This design comes from an exercise in tuning for small area, a short achievable clock period and few clock cycles per item on the open sky130 flow, not from production work.
Where RTL was checked, it was by simulation tests only, not by an equivalence proof against the original.
Power is estimated from default activity; no workload was simulated.

== run 1 ==
// prefix_add_unit
module prefix_add_unit (
  input  logic         clk_i,
  input  logic         rst_i,
  input  logic         flush_i,
  input  logic         req_valid_i,
  output logic         req_ready_o,
  input  logic [255:0] req_a_i,
  input  logic [255:0] req_b_i,
  input  logic         req_sub_i,
  input  logic         req_cin_i,
  output logic         resp_valid_o,
  input  logic         resp_ready_i,
  output logic [255:0] resp_sum_o,
  output logic         resp_cout_o,
  output logic         resp_ovf_o,
  output logic         busy_o
);
Settings: LEC_CHECK=0, CAP_MARGIN=20, CORE_MARGIN=2, CORE_UTILIZATION=30, SLEW_MARGIN=20, SYNTH_HIERARCHICAL=1, SYNTH_MINIMUM_KEEP_SIZE=0, BUFFER_PORTS_ARGS=-buffer_cell sky130_fd_sc_hd__buf_1, ABC_LOAD_IN_FF=1; clock period 5.5 ns.
standard.sh (not shown) runs the stock make flow with config.mk's settings and CLKGATE_MAP_FILE= SYNTH_SCRIPT=/design/flow/synth_recipe.tcl, a recipe that flattens the netlist after the stock synthesis.
==> flow/flow/run.sh <==
#!/bin/bash
# Standard ORFS layout, except that the port buffers are the smallest
# buffer cell (buf_1) instead of the cell buffer_ports picks by default.
set -e
echo 'export BUFFER_PORTS_ARGS = -buffer_cell sky130_fd_sc_hd__buf_1' >> "$FLOW_CONFIG"
echo "export ABC_LOAD_IN_FF = 1" >> "$FLOW_CONFIG"
bash standard.sh > standard.log 2>&1
diff inputs: run 1 => run 2
- setting SETUP_SLACK_MARGIN to 1.5 for the first time
- removing ABC_LOAD_IN_FF (formerly 1)
==> flow/flow/run.sh <==
#!/bin/bash
# Standard ORFS layout, except that the port buffers are the smallest
# buffer cell (buf_1) instead of the cell buffer_ports picks by default.
set -e
echo 'export BUFFER_PORTS_ARGS = -buffer_cell sky130_fd_sc_hd__buf_1' >> "$FLOW_CONFIG"
bash standard.sh > standard.log 2>&1
Findings:
Against run 1, run 2 comes in 1.7 points higher on power share of the combinational group. In run 2, the slack of the worst reg-to-reg path came out 90 ps below the value in run 1. The run with more setup slack is run 2; run 1 has less.
Edits applied to the flow inputs when going from run 2 to run 3:
- SETUP_SLACK_MARGIN removed (was 1.5)
## What came out
Final period utilization was higher in run 3 than in run 2. Least setup slack across all paths after layout for run 3: 580 ps down relative to run 2. Between run 2 and run 3, utilization after layout decreased. The deepest clock path buffer count of run 2 and that of run 3 are within noise of each other. Looking at DRC violation total after the first TritonRoute iteration across both flows, run 3 is the weaker of the two, with run 2 ahead. Global routing usage on met1 | run 3 above run 2.
Function was not checked in any run of this note: the RTL went through the layout flow alone.

* * *

== job 6126 ==
prefix_add_unit, a different RTL version from the one above (not shown whole).
For scale: ~21000 sq um of cells after synthesis.
Settings: LEC_CHECK=0, CAP_MARGIN=20, CORE_ASPECT_RATIO=0.33, CORE_MARGIN=2, CORE_UTILIZATION=45, SETUP_SLACK_MARGIN=1.3, SLEW_MARGIN=20, SYNTH_HIERARCHICAL=1, SYNTH_MINIMUM_KEEP_SIZE=0, BUFFER_PORTS_ARGS=-buffer_cell sky130_fd_sc_hd__buf_1; clock period 5.5 ns.
==> flow/flow/run.sh <==
#!/bin/bash
# Standard ORFS layout, except that the port buffers are the smallest
# buffer cell (buf_1) instead of the cell buffer_ports picks by default.
set -e
echo 'export BUFFER_PORTS_ARGS = -buffer_cell sky130_fd_sc_hd__buf_1' >> "$FLOW_CONFIG"
bash standard.sh > standard.log 2>&1
Job 6126: no failed stages, no open violations at the end
Testbench counts of job 6126, summed over its fixed seeds: cycles 1,288, items 1,280.
> inputs changed (job 6126 -> job 8890)
- swapping 1.3 for 1.6 in SETUP_SLACK_MARGIN
- putting ABC_AREA at 1 where nothing was set
==> comparison <==
Job 8890 reached the end of the flow, and the finished layout is clean on the timing, design-rule and antenna checks. Re global-route usage: job 6126 was lower than job 8890. Compared with job 6126, job 8890 shows a detailed-route wire length that is about 60% higher. Across both runs, number of logic inverters in the finished layout was higher for job 8890 than for job 6126. Re sequential share of layout area: job 6126 and job 8890 aren't equal, and the higher value belongs to job 6126. Re filler-free cell count of the finished design: job 6126 and job 8890 aren't equal, and the higher value belongs to job 8890. Diff job 6126 and job 8890: part of the total power dissipated in the clock network higher in job 8890. Of job 6126 and job 8890, the lower post-synthesis simple-gate area fraction belongs to job 6126. Power density over cell area went down by more than a quarter going from job 6126 to job 8890. Delta (job 8890 minus job 6126): final weighted congestion in routability-driven placement went down 1.5%, register share of total power went down 4.3 points.
Relative to job 8890, the following input files were edited for job 9662:
- ABC_AREA no longer set, was 1
Comparing job 9662 and job 8890, the higher cell depth of the worst setup path was measured on job 8890. Compared with job 8890, in job 9662 insertion delay to the later sink of the worst-skew pair lost 0.04 ns, number of vias per cell picked up an extra about 8%, power share of the combinational group went down by 2.4 points. Re synthesis-to-finish area growth: job 9662 is 3.3 points up on job 8890. On portion of netlist area occupied by mux cells, job 8890 tracks job 9662 almost exactly. Job 8890 → job 9662: sum of met2 wire segment lengths after detailed routing fell about 34%; wire length lost 34%. First-pass GRT wire length of job 9662 falls short of that of job 8890 by more than a quarter.
Input changes introduced in job 9355 (baseline for comparison: job 9662):
- SETUP_SLACK_MARGIN changed from 1.6 to 1.9
Notes after the runs:
For area of the multi-input gates, dividing the value from job 9662 by the value from job 9355 gives 0.912.
Job 9355 vs job 9662, launch point of the worst path: req_b_i[0] vs req_sub_i
Looking at power share of the clock group, job 9355 sits 1.9 points lower than job 9662 does.
Routed length per placed instance for job 9355 is higher than for job 9662.
Across both runs, leakage power was higher for job 9355 than for job 9662.
Job 9355 against job 9662: maximum frequency went up, post-route clock skew lost 0.0087 ns.
Job 9355 vs job 9662 — total power rose 3.8%.
The setup slack in job 9355 sits 0.15 ns above the value recorded for job 9662.

* * *

== lane 1 ==
prefix_add_unit, a different RTL version from the one above (not shown whole).
Size: roughly 2300 cells after synthesis, about 260 flip-flops, roughly 780 I/O pins.
Settings: LEC_CHECK=0, CAP_MARGIN=20, CORE_MARGIN=2, CORE_UTILIZATION=30, SETUP_SLACK_MARGIN=1.6, SLEW_MARGIN=20, SYNTH_HIERARCHICAL=1, SYNTH_MINIMUM_KEEP_SIZE=0, BUFFER_PORTS_ARGS=-buffer_cell sky130_fd_sc_hd__buf_1, RECOVER_POWER=50; clock period 5.5 ns.
==> flow/flow/run.sh <==
#!/bin/bash
# Standard ORFS layout, except that the port buffers are the smallest
# buffer cell (buf_1) instead of the cell buffer_ports picks by default.
set -e
echo 'export BUFFER_PORTS_ARGS = -buffer_cell sky130_fd_sc_hd__buf_1' >> "$FLOW_CONFIG"
echo "export RECOVER_POWER = 50" >> "$FLOW_CONFIG"
bash standard.sh > standard.log 2>&1
Lane 1 finished every stage; the final checks, however, were not passed, the failures being max-capacitance violations, max-slew violations.
Testbench counts of lane 1, summed over its fixed seeds: cycles 1,288, items 1,280.
[inputs] lane 2 vs lane 1
Settings: SETUP_SLACK_MARGIN: 1.6 -> 1.7; RECOVER_POWER: 50 -> unset.
--- a/flow/flow/run.sh
+++ b/flow/flow/run.sh
@@ -4,4 +4,3 @@
 set -e
 echo 'export BUFFER_PORTS_ARGS = -buffer_cell sky130_fd_sc_hd__buf_1' >> "$FLOW_CONFIG"
-echo "export RECOVER_POWER = 50" >> "$FLOW_CONFIG"
 bash standard.sh > standard.log 2>&1
[summary]
Lane 2: final critical delay including setup and external delays 0.67 ns below lane 1. Lane 2 reached the final stage; the timing, design-rule and antenna checks on its layout passed. Lane 1 → lane 2: met2 routed wirelength now larger, transition at the pin with the smallest max-transition slack now smaller, utilization now larger.
Edits applied to the flow inputs when going from lane 2 to lane 3:
Settings: a change of SETUP_SLACK_MARGIN from 1.7 to 1.6; a change of CORE_UTILIZATION from 30 to 50; an added CORE_ASPECT_RATIO of 0.28.
- Lane 3 vs. lane 2: required time of the worst setup path moved up, count of buffers not belonging to the clock network in the layout moved down, cell area moved down, overall power of the completed layout moved down, sequential share of layout area moved up.
## Diff of input files: lane 4 against lane 3
Settings: PLACE_DENSITY: unset -> 0.8; SETUP_SLACK_MARGIN: 1.6 -> 1.5; CORE_UTILIZATION: 50 -> 30; CORE_ASPECT_RATIO: 0.28 -> unset.
Results
Diff lane 3 -> lane 4: layout-stage area growth over the synthesis result moved up, worst-case setup margin in the final layout moved down, cell count moved up, number of rows in the core area moved up.
The area share of buffers outside the clock network in lane 4 sits 0.43 points below the value recorded for lane 3.
Lane 4: done, clean on timing, DRC and antenna
Lane 3 was carried through to the last stage, and its layout satisfied the timing, design-rule and antenna checks.
Lower global-route usage was reported by lane 4, not lane 3.
What lane 5 does differently from lane 4 at the input level:
Settings: an added CTS_BUF_LIST of sky130_fd_sc_hd__clkbuf_4 sky130_fd_sc_hd__clkbuf_8; an added CORE_ASPECT_RATIO of 0.33; a change of SETUP_SLACK_MARGIN from 1.5 to 1.6; a deleted PLACE_DENSITY that had been 0.8; a change of CORE_UTILIZATION from 30 to 45.
Findings:
Relative to lane 4, fraction of power consumed by combinational cells has gone up in lane 5.
Lane 4 has a higher final worst-path cycle share than lane 5.
Diff lane 5..lane 4 | synthesized area | unchanged
Of the two values seen for critical-path cell with the highest stage delay, sky130_fd_sc_hd__bufbuf_16 was produced by lane 5 and sky130_fd_sc_hd__xor2_1 by lane 4.
Between lane 4 and lane 5, final standard cell area without fillers is higher for lane 4, lane 5 comes in under that.
Per the comparison of lane 5 with lane 4, violation count after the first detailed-routing iteration now sits higher; met2 routing resource usage after global routing now sits higher.
Relative to lane 4, lane 5 improves total power.
Lane 5 ended with more worst-margin pin slew than lane 4.

* * *

== job 1805 ==
Starting RTL as in the previous note.
==> flow/config.mk <==
export PLATFORM = sky130hd
export DESIGN_NAME = prefix_add_unit
export DESIGN_NICKNAME = prefix_add_unit
export VERILOG_FILES = /design/flow/design.v
export SDC_FILE = /design/flow/constraint.sdc
export NUM_CORES = 4
export LEC_CHECK = 0
export CAP_MARGIN = 20
export CORE_ASPECT_RATIO = 0.33
export CORE_MARGIN = 2
export CORE_UTILIZATION = 45
export SETUP_SLACK_MARGIN = 1.0
export SLEW_MARGIN = 20
export SYNTH_HIERARCHICAL = 1
export SYNTH_MINIMUM_KEEP_SIZE = 0
export BUFFER_PORTS_ARGS = -buffer_cell sky130_fd_sc_hd__buf_1
==> flow/constraint.sdc <==
create_clock -name core_clock -period 5.5 [get_ports {clk_i}]
set_input_delay 1.1000 -clock core_clock [delete_from_list [all_inputs] [get_ports {clk_i}]]
set_output_delay 1.1000 -clock core_clock [all_outputs]
set_load 0.01 [all_outputs]
==> flow/flow/run.sh <==
#!/bin/bash
# Standard ORFS layout, except that the port buffers are the smallest
# buffer cell (buf_1) instead of the cell buffer_ports picks by default.
set -e
echo 'export BUFFER_PORTS_ARGS = -buffer_cell sky130_fd_sc_hd__buf_1' >> "$FLOW_CONFIG"
bash standard.sh > standard.log 2>&1
Testbench counts of job 1805, summed over its fixed seeds: cycles 1,288, items 1,280.
What job 3525 does differently from job 1805 at the input level:
Settings: a deleted CORE_ASPECT_RATIO that had been 0.33; a change of SETUP_SLACK_MARGIN from 1.0 to 2.0; a change of CORE_UTILIZATION from 45 to 30.
Findings:
Met1 routed wirelength after detailed routing delta for job 3525 relative to job 1805: 3.1% higher
Clock power: job 3525 worse than job 1805
Reported for job 1805 and job 3525, synthesized area turned out identical to the last digit.
On power of the sequential group, job 1805 and job 3525 are basically level.
Number of fill cells in the layout: job 3525 vs job 1805 up 2249
For the highest clock rate, job 3525 came in about 20% higher than job 1805 did.
Changes observed in job 3525 relative to job 1805: growth of design area from synthesis to finish moved up; post-route clock period utilization dropped 13 points.
From job 1805 to job 3525 the numbers moved as follows: data arrival time of the worst path went down 0.74 ns; post-CTS setup-driven buffer insertion count went up 48; mean number of vias per cell went down about 5.5%.
## Diff of input files: job 7267 against job 3525
Settings: CORE_ASPECT_RATIO: unset -> 0.33; CORE_UTILIZATION: 30 -> 45; SETUP_SLACK_MARGIN: 2.0 -> 0.6.
==> comparison <==
Source-to-sink clock delay at the later pin of the worst-skew pair delta for job 7267 relative to job 3525: 0.04 ns higher. In the tables for job 7267 and job 3525, flip-flop and latch share of the layout cell area reads lower with job 3525. For fill cell instance count of the final layout, dividing the value from job 7267 by the value from job 3525 gives 0.67.
What job 6676 does differently from job 7267 at the input level:
Settings: swapping 0.6 for 1.6 in SETUP_SLACK_MARGIN.
Results
Looking at endpoint of the most critical setup path, the sum_q[135] result is from job 6676; the sum_q[255] one comes from job 7267.
Taking job 7267 as the reference, in job 6676 number of clock buffers inserted by TritonCTS went down; maximum achievable frequency went up; total length of routed wires went up; total via count in the routed design went up; sum of net half-perimeters after detailed placement went down.
On initial antenna violation count: job 6676 sits below job 7267.
Compared with job 7267, job 6676 shows a higher final critical-path setup slack.

==> what the ideal ports hide <==
Ports are ideal in the flow. The routed layouts listed here were re-timed in OpenROAD. Step 1 (the two cells are an assumption about what drives the block):
set clk [get_ports {clk_i}]
set_driving_cell -lib_cell sky130_fd_sc_hd__clkbuf_16 $clk
set_driving_cell -lib_cell sky130_fd_sc_hd__buf_2 [delete_from_list [all_inputs] $clk]
Step 2 moves the port delays by t, midway between the first and last clock arrival at a register: inputs arrive t later, outputs are due t later. That takes back most of the time a late clock gives input paths. Three values: ideal ports, drivers, drivers and shift; two values: the first two.
run	t, ns	setup WS [ns]	worst setup path at the end	worst slew at a driven data input, ns
run 1	0.616	0.917 / 0.961 / 0.345	input to register	0.12
run 2	0.613	1.495 / 1.504 / 0.891	input to register	0.11
run 3	0.616	0.917 / 0.961 / 0.345	input to register	0.12
job 6126	0.607	1.359 / 1.394 / 0.787	input to register	0.14
job 8890	0.645	1.583 / 1.604 / 0.958	input to register	0.11
job 9662	0.618	1.649 / 1.649 / 1.031	input to register	0.12
job 9355	0.599	1.794 / 1.557 / 0.958	input to register	0.31
lane 1	0.593	1.064 / 1.097 / 0.504	input to register	0.10
lane 2	0.597	1.731 / 1.619 / 1.022	input to register	0.21
lane 3	0.609	1.553 / 1.567 / 0.957	input to register	0.10
lane 4	0.598	1.535 / 1.437 / 0.839	input to register	0.24
lane 5	0.631	1.612 / 1.624 / 0.992	input to register	0.08
job 1805	0.609	1.119 / 1.139 / 0.530	input to register	0.10
job 3525	0.591	1.846 / 1.587 / 0.997	input to register	0.37
job 7267	0.628	0.971 / 1.004 / 0.376	input to register	0.09
job 6676	0.617	1.624 / 1.630 / 1.013	input to register	0.08
For job 3525, which loses most, drivers alone change the setup slack by -0.259 ns; drivers and shift together by -0.849 ns.
